What follows belongs to an exercise in optimizing a design on an open flow for small area, a short achievable clock period and few clock cycles per item; a production flow would make more cautious choices. The RTL was checked by simulation tests, not by an equivalence proof against the original design. Power and IR drop assume default switching activity.

Design sliding_window_arq_control, start of the top module:
module sliding_window_arq_control (
	input  logic        clk,
	input  logic        arst_n,
	input  logic        s_tvalid,
	output logic        s_tready,
	input  logic [47:0] s_tdata,    
	input  logic [1:0]  s_tuser,    
	output logic        m_tvalid,
	input  logic        m_tready,
	output logic [79:0] m_tdata,    
	output logic [2:0]  m_tuser,    
	output logic        m_tlast,
	input  logic        cfg_valid,
	output logic        cfg_ready,
	input  logic [1:0]  cfg_index,
	input  logic [30:0] cfg_data
);
Size: roughly 180 I/O pins, roughly 49,000 um2 of cells after synthesis.
export LEC_CHECK = 0
export ABC_CLOCK_PERIOD_IN_PS = 3500
export CAP_MARGIN = 20
export CORE_MARGIN = 2
export CORE_UTILIZATION = 60
export CTS_BUF_LIST = sky130_fd_sc_hd__clkbuf_8
export CTS_CLUSTER_DIAMETER = 56
export CTS_CLUSTER_SIZE = 12
export SLEW_MARGIN = 20
export TNS_END_PERCENT = 5
create_clock -name core_clock -period 10.0 [get_ports {clk}]
standard.sh (not shown) runs the stock make flow with config.mk's settings and CLKGATE_MAP_FILE= SYNTH_SCRIPT=/design/flow/synth_recipe.tcl, a recipe that flattens the netlist after the stock synthesis.
==> flow/flow/run.sh <==
#!/bin/bash
# Standard layout with two changes to how it is made:
# - timing repair aims below the clock period (repair works until setup
#   slack reaches the margin, so it keeps shortening paths the 10 ns
#   constraint alone would leave as they are);
# - the port buffers are plain buf_4 cells, not the delay cells the default
#   port buffering picks.
set -euo pipefail
export SETUP_SLACK_MARGIN=6.5
export BUFFER_PORTS_ARGS="-buffer_cell sky130_fd_sc_hd__buf_4"
bash standard.sh > make.log 2>&1
The first run produced a clean layout.
Testbench counts at the start, summed over its fixed seeds: cycles 5,355, items 4,800.
Edit:
--- a/flow/design.v
+++ b/flow/design.v
@@ -417,15 +417,15 @@
 		if (!arst_n) begin
 			out_v_q <= 1'b0;
 		end else if (room) begin
 			out_v_q <= push;
 		end
 	end
 	always_ff @(posedge clk) begin
-		if (room) begin
+		if (push) begin
 			out_q <= {w_last, w_slot, w_len, w_ack, w_seq, w_act};
 		end
 	end
 	assign m_tvalid  = out_v_q;
 	assign m_tuser   = out_q[2:0];
 	assign m_tdata   = {3'd0, out_q[79:3]};
 	assign m_tlast   = out_q[80];
The new run completed without violations; via count rises by a few percent; synthesized cell count rises slightly; die area rises slightly; area after synthesis rises slightly; routed wire length rises slightly; register-to-register slack improves by 0.02 ns; final cell count rises slightly; global-route usage falls by 0.28 points; count of clock-buffer cells in the layout rises by 3; utilization rises by 1.1 points; combinational power rises by about a fifth; non-clock buffer count rises by 37.
Testbench counts after the change, summed over its fixed seeds: cycles 5,355, items 4,800.


sliding_window_arq_control, a different RTL version from the one above (not shown whole).
For scale: roughly 4200 cells after synthesis, ~980 flip-flops.
==> flow/config.mk <==
export PLATFORM = sky130hd
export DESIGN_NAME = sliding_window_arq_control
export DESIGN_NICKNAME = sliding_window_arq_control
export VERILOG_FILES = /design/flow/design.v
export SDC_FILE = /design/flow/constraint.sdc
export NUM_CORES = 4
export LEC_CHECK = 0
export ABC_CLOCK_PERIOD_IN_PS = 3500
export CAP_MARGIN = 20
export CORE_MARGIN = 2
export CORE_UTILIZATION = 60
export CTS_BUF_LIST = sky130_fd_sc_hd__clkbuf_8
export SLEW_MARGIN = 20
export TNS_END_PERCENT = 5
==> flow/constraint.sdc <==
create_clock -name core_clock -period 10.0 [get_ports {clk}]
set_input_delay 2.0000 -clock core_clock [delete_from_list [all_inputs] [get_ports {clk}]]
set_output_delay 2.0000 -clock core_clock [all_outputs]
set_load 0.01 [all_outputs]
Scripts as last shown in full above: flow/flow/run.sh
Testbench counts at the start, summed over its fixed seeds: cycles 5,355, items 4,800.
==> next run, changes <==
--- a/flow/design.v
+++ b/flow/design.v
@@ -92,25 +92,25 @@
 	logic [2:0]  tail_q;
 	logic [2:0]  ptr_q;             
 	logic [7:0]  occ_q;             
 	logic [31:0] send_seq_q, expect_q, mark_q;
 	logic [30:0] countdown_q;
 	logic        cd_zero_q;         
 	logic        ended_q;
 	logic        in_v_q, in2_v_q;
 	logic        in_data_q, in_end_q, in_recv_q, in_tick_q;
 	logic        in_ack_q, in_hdr_q, in_zero_q, in_word_q;
 	logic [31:0] opd_q;
-	logic [9:0]  in_len_q;
+	logic [9:0]  in_len_q, in2_len_q;
 	logic [7:0]  in2_flags_q;
-	logic [31:0] in2_opd_q;         
+	logic [31:0] in2_opd_q;
 	logic        sec_v_q, sec_close_q;
 	logic [9:0]  sec_len_q;
 	logic        walk_v_q, walk_pend_q;
 	logic [7:0]  walk_q;
 	logic        out_v_q;
 	logic [80:0] out_q;             
 	logic [31:0] c_seq [8];
 	logic [31:0] c_ack [8];
 	logic [9:0]  c_len [8];
 	logic [7:0]  hit, wr_en, ack_en;
 	function automatic [2:0] last_slot(input [3:0] w);
@@ -174,23 +174,22 @@
 	                   + swac_pkg::HDR_END;
 	assign deliv_len = (in_len >= swac_pkg::HDR_END) ? in_len - swac_pkg::HDR_END : 10'd0;
 	logic [31:0] expect_p1;
 	assign expect_p1 = expect_q + 32'd1;
 	logic        push, walk_due, walk_end;
 	logic [7:0]  walk_rest;
 	logic [2:0]  w_act, w_slot;
 	logic [31:0] w_seq, w_ack;
 	logic [9:0]  w_len;
 	logic        w_last;
 	logic        do_push_slot, do_piggy, walk_start, walk_step;
-	logic        piggy_q;           
 	assign walk_due  = walk_q[ptr_q];
 	assign walk_rest = walk_q & ~(8'd1 << ptr_q);
 	assign walk_end  = (walk_rest == 8'd0);
 	assign walk_step = walk_v_q && !sec_v_q && (room || !walk_due);
 	always_comb begin
 		push   = 1'b0;
 		w_act  = swac_pkg::ACT_FULL;
 		w_slot = 3'd0;
 		w_seq  = 32'd0;
 		w_ack  = 32'd0;
 		w_len  = 10'd0;
@@ -239,29 +238,29 @@
 				w_last = 1'b0;
 			end
 		end
 	end
 	logic fire_nw;
 	assign fire_nw      = in_v_q && !blocked;
 	assign walk_start   = fire_nw && in_tick_q && cd_zero && !empty;
 	assign do_push_slot = fire && in_data_q && !full && !in_zero_q;
 	assign do_piggy     = fire && in_recv_q && !in_ack_q && !in_hdr_q && !empty;
 	for (genvar g = 0; g < 8; g++) begin : g_cell
 		assign wr_en[g]  = do_push_slot && (tail_q == 3'(g));
-		assign ack_en[g] = wr_en[g] || piggy_q && (ptr_q == 3'(g));
+		assign ack_en[g] = wr_en[g] || do_piggy && (ptr_q == 3'(g));
 		swac_cell u_cell (
 			.clk     (clk),
 			.wr_en   (wr_en[g]),
 			.ack_en  (ack_en[g]),
 			.wr_seq  (send_seq_q),
-			.wr_ack  (expect_q),
+			.wr_ack  (do_piggy ? expect_p1 : expect_q),
 			.wr_len  (pay_len),
 			.cmp_x   (opd_q),
 			.le_mode (in_tick_q),
 			.seq     (c_seq[g]),
 			.ack     (c_ack[g]),
 			.len     (c_len[g]),
 			.hit     (hit[g])
 		);
 	end
 	logic take;
 	assign take = s_tvalid && s_tready;
@@ -273,28 +272,26 @@
 			tail_q      <= 3'd0;
 			ptr_q       <= 3'd7;
 			occ_q       <= 8'd0;
 			send_seq_q  <= 32'd1;
 			expect_q    <= 32'd1;
 			mark_q      <= 32'd0;
 			countdown_q <= 31'd200;
 			cd_zero_q   <= 1'b0;
 			ended_q     <= 1'b0;
 			in_v_q      <= 1'b0;
 			in2_v_q     <= 1'b0;
-			piggy_q     <= 1'b0;
 			sec_v_q     <= 1'b0;
 			walk_v_q    <= 1'b0;
 			walk_pend_q <= 1'b0;
 		end else begin
-			piggy_q <= do_piggy;
 			if (fire || !in_v_q) begin
 				in_v_q  <= in2_v_q || take;
 				in2_v_q <= 1'b0;
 			end else if (take) begin
 				in2_v_q <= 1'b1;
 			end
 			if (sec_v_q && room) begin
 				sec_v_q <= 1'b0;
 			end
 			if (walk_step) begin
 				if (walk_end) begin
@@ -385,31 +382,32 @@
 		(s_tuser == swac_pkg::KIND_RECV),
 		(s_tuser == swac_pkg::KIND_END),
 		(s_tuser == swac_pkg::KIND_DATA)
 	};
 	assign s_opd    = s_tdata[41:10];
 	assign nx_flags = in2_v_q ? in2_flags_q : s_flags;
 	assign nx_opd   = in2_v_q ? in2_opd_q : s_opd;
 	always_ff @(posedge clk) begin
 		if (fire || !in_v_q) begin
 			{in_word_q, in_zero_q, in_hdr_q, in_ack_q,
 			 in_tick_q, in_recv_q, in_end_q, in_data_q} <= nx_flags;
-			in_len_q <= in2_v_q ? in2_opd_q[9:0] : s_len;
+			in_len_q <= in2_v_q ? in2_len_q : s_len;
 			if (nx_flags[3]) begin
 				opd_q <= walk_start ? rd_seq : mark_q;
 			end else begin
 				opd_q <= nx_opd;
 			end
 		end else if (take) begin
 			in2_flags_q <= s_flags;
-			in2_opd_q   <= s_ack ? s_opd : {22'd0, s_len};
+			in2_opd_q   <= s_opd;
+			in2_len_q   <= s_len;
 		end
 		if (fire && in_recv_q && !in_ack_q) begin
 			sec_close_q <= in_hdr_q;
 			sec_len_q   <= in_hdr_q ? 10'd0 : deliv_len;
 		end
 		if (walk_start) begin
 			walk_q <= occ_q & hit;
 		end else if (walk_step) begin
 			walk_q <= walk_rest;
 		end
 	end
=> Wire length is about the same. Synthesized cell count rises by 2.0%. Sequential share of layout area came out lower by 0.70 points. Cell area went up by 2.4%. Non-clock buffer count increases by 6. Total power is lower by 4.0%. Worst setup slack is better by 80 ps.
Testbench counts after the change, summed over its fixed seeds: cycles 5,355, items 4,800.


run a:
sliding_window_arq_control, a different RTL version from the one above (not shown whole).
Size in the first run: roughly 4,200 cells after synthesis, about 980 flip-flops, about 180 I/O pins, about 49,000 sq um of cells after synthesis.
clock: 10.0 ns
lec_check: 0
abc_clock_period_in_ps: 3500
cap_margin: 20
core_margin: 2
core_utilization: 60
cts_buf_list: sky130_fd_sc_hd__clkbuf_8
cts_cluster_diameter: 56
cts_cluster_size: 12
slew_margin: 20
tns_end_percent: 5
Scripts as last shown in full above: flow/flow/run.sh
Testbench counts of run a, summed over its fixed seeds: cycles 5,355, items 4,800.
For run b, these inputs were changed with respect to run a:
-- flow/design.v --
<<< run a, line 244
	assign fire_nw      = in_v_q && !blocked;
	assign walk_start   = fire_nw && in_tick_q && cd_zero && !empty;
	assign do_push_slot = in_v_q && in_data_q && !full && !in_zero_q;
	assign do_piggy     = fire && in_recv_q && !in_ack_q && !in_hdr_q && !empty;
	for (genvar g = 0; g < 8; g++) begin : g_cell
>>> run b, line 244
	assign fire_nw      = in_v_q && !blocked;
	assign walk_start   = fire_nw && in_tick_q && cd_zero && !empty;
	assign do_push_slot = fire && in_data_q && !full && !in_zero_q;
	assign do_piggy     = fire && in_recv_q && !in_ack_q && !in_hdr_q && !empty;
	for (genvar g = 0; g < 8; g++) begin : g_cell
<<< run a, line 400
				opd_q <= nx_opd;
			end
		end
		if (!in2_v_q) begin
			in2_flags_q <= s_flags;
			in2_opd_q   <= s_ack ? s_opd : {22'd0, s_len};
		end
		if (!sec_v_q) begin
			sec_close_q <= in_hdr_q;
			sec_len_q   <= in_hdr_q ? 10'd0 : deliv_len;
>>> run b, line 400
				opd_q <= nx_opd;
			end
		end else if (take) begin
			in2_flags_q <= s_flags;
			in2_opd_q   <= s_ack ? s_opd : {22'd0, s_len};
		end
		if (fire && in_recv_q && !in_ack_q) begin
			sec_close_q <= in_hdr_q;
			sec_len_q   <= in_hdr_q ? 10'd0 : deliv_len;
<<< run a, line 423
	end
	always_ff @(posedge clk) begin
		if (room) begin
			out_q <= {w_last, w_slot, w_len, w_ack, w_seq, w_act};
		end
>>> run b, line 422
	end
	always_ff @(posedge clk) begin
		if (push) begin
			out_q <= {w_last, w_slot, w_len, w_ack, w_seq, w_act};
		end
## What came out
Note that the power dissipated in combinational cells recorded for run b amounts to 1.08 times the value seen in run a.
| number of enable flip-flop cells after synthesis | higher: run b |
Run a reached the end of the flow, and the finished layout is clean on the timing, design-rule and antenna checks.
Run b has completed all stages; timing, DRC and antenna checks passed.
Compared with run a, in run b power consumption now larger, achievable clock frequency comparable, proportion of cell area spent on the clock network comparable.
In run b the compound-gate portion of the synthesized area turned out 1.2 points higher than in run a.
Destination of the critical timing path: send_seq_q[31]$_DFFE_PN0P_ -> run a, send_seq_q[30]$_DFFE_PN0P_ -> run b
Max fraction of power consumed by the clock network across run b and run a: run a
Delta(relative contribution of sequential cells to total power, run b - run a) < 0
Diff run a..run b | number of buffers on the longest clock path | unchanged
Relative to run a, wire length on met1 has increased by about 3.5% in run b.
NOTE: mean instance size in the synthesized netlist in run b falls short of that of run a
Against run a, run b comes in about 0.34% higher on final cell count.
Proportion of power drawn by combinational gates was lower in run a than in run b.
Testbench counts of run b, summed over its fixed seeds: cycles 5,355, items 4,800.

[re-timing with driven ports]
The flow's constraints put no driver on any port. The routed layouts listed below were extracted and timed again, unchanged, in two steps.
Step 1 assumes that a clkbuf_16 drives the clock port and a buf_2 every other input.
Step 2 adds t to the input delays and takes it off the output delays; t is the mean of the earliest and latest rising clock arrival at the registers after step 1. Input paths then give back, and output paths get back, about the clock's delay inside the block.
a / b / c = ideal ports / drivers / drivers and shift; a / b = the first two.
| run | shift t [ns] | setup WS [ns] | worst setup path at the end | slew at the worst register clock pin (ns) |
|---|---|---|---|---|
| the first run of note 1 | 0.840 | 6.436 / 6.436 / 5.681 | input to register | 0.10 / 0.10 |
| the second run of note 1 | 0.814 | 6.459 / 6.433 / 5.676 | input to register | 0.09 / 0.09 |
| the first run of note 2 | 0.889 | 6.355 / 6.355 / 5.536 | input to register | 0.07 / 0.07 |
| the second run of note 2 | 0.928 | 6.435 / 6.368 / 5.575 | input to register | 0.08 / 0.08 |
| run a | 0.814 | 6.331 / 6.331 / 5.542 | input to register | 0.09 / 0.09 |
| run b | 0.820 | 6.335 / 6.344 / 5.553 | input to register | 0.09 / 0.09 |
After both steps setup and hold are still met in every run listed. For the second run of note 2, which loses most, drivers alone change the setup slack by -0.067 ns; drivers and shift together by -0.860 ns.
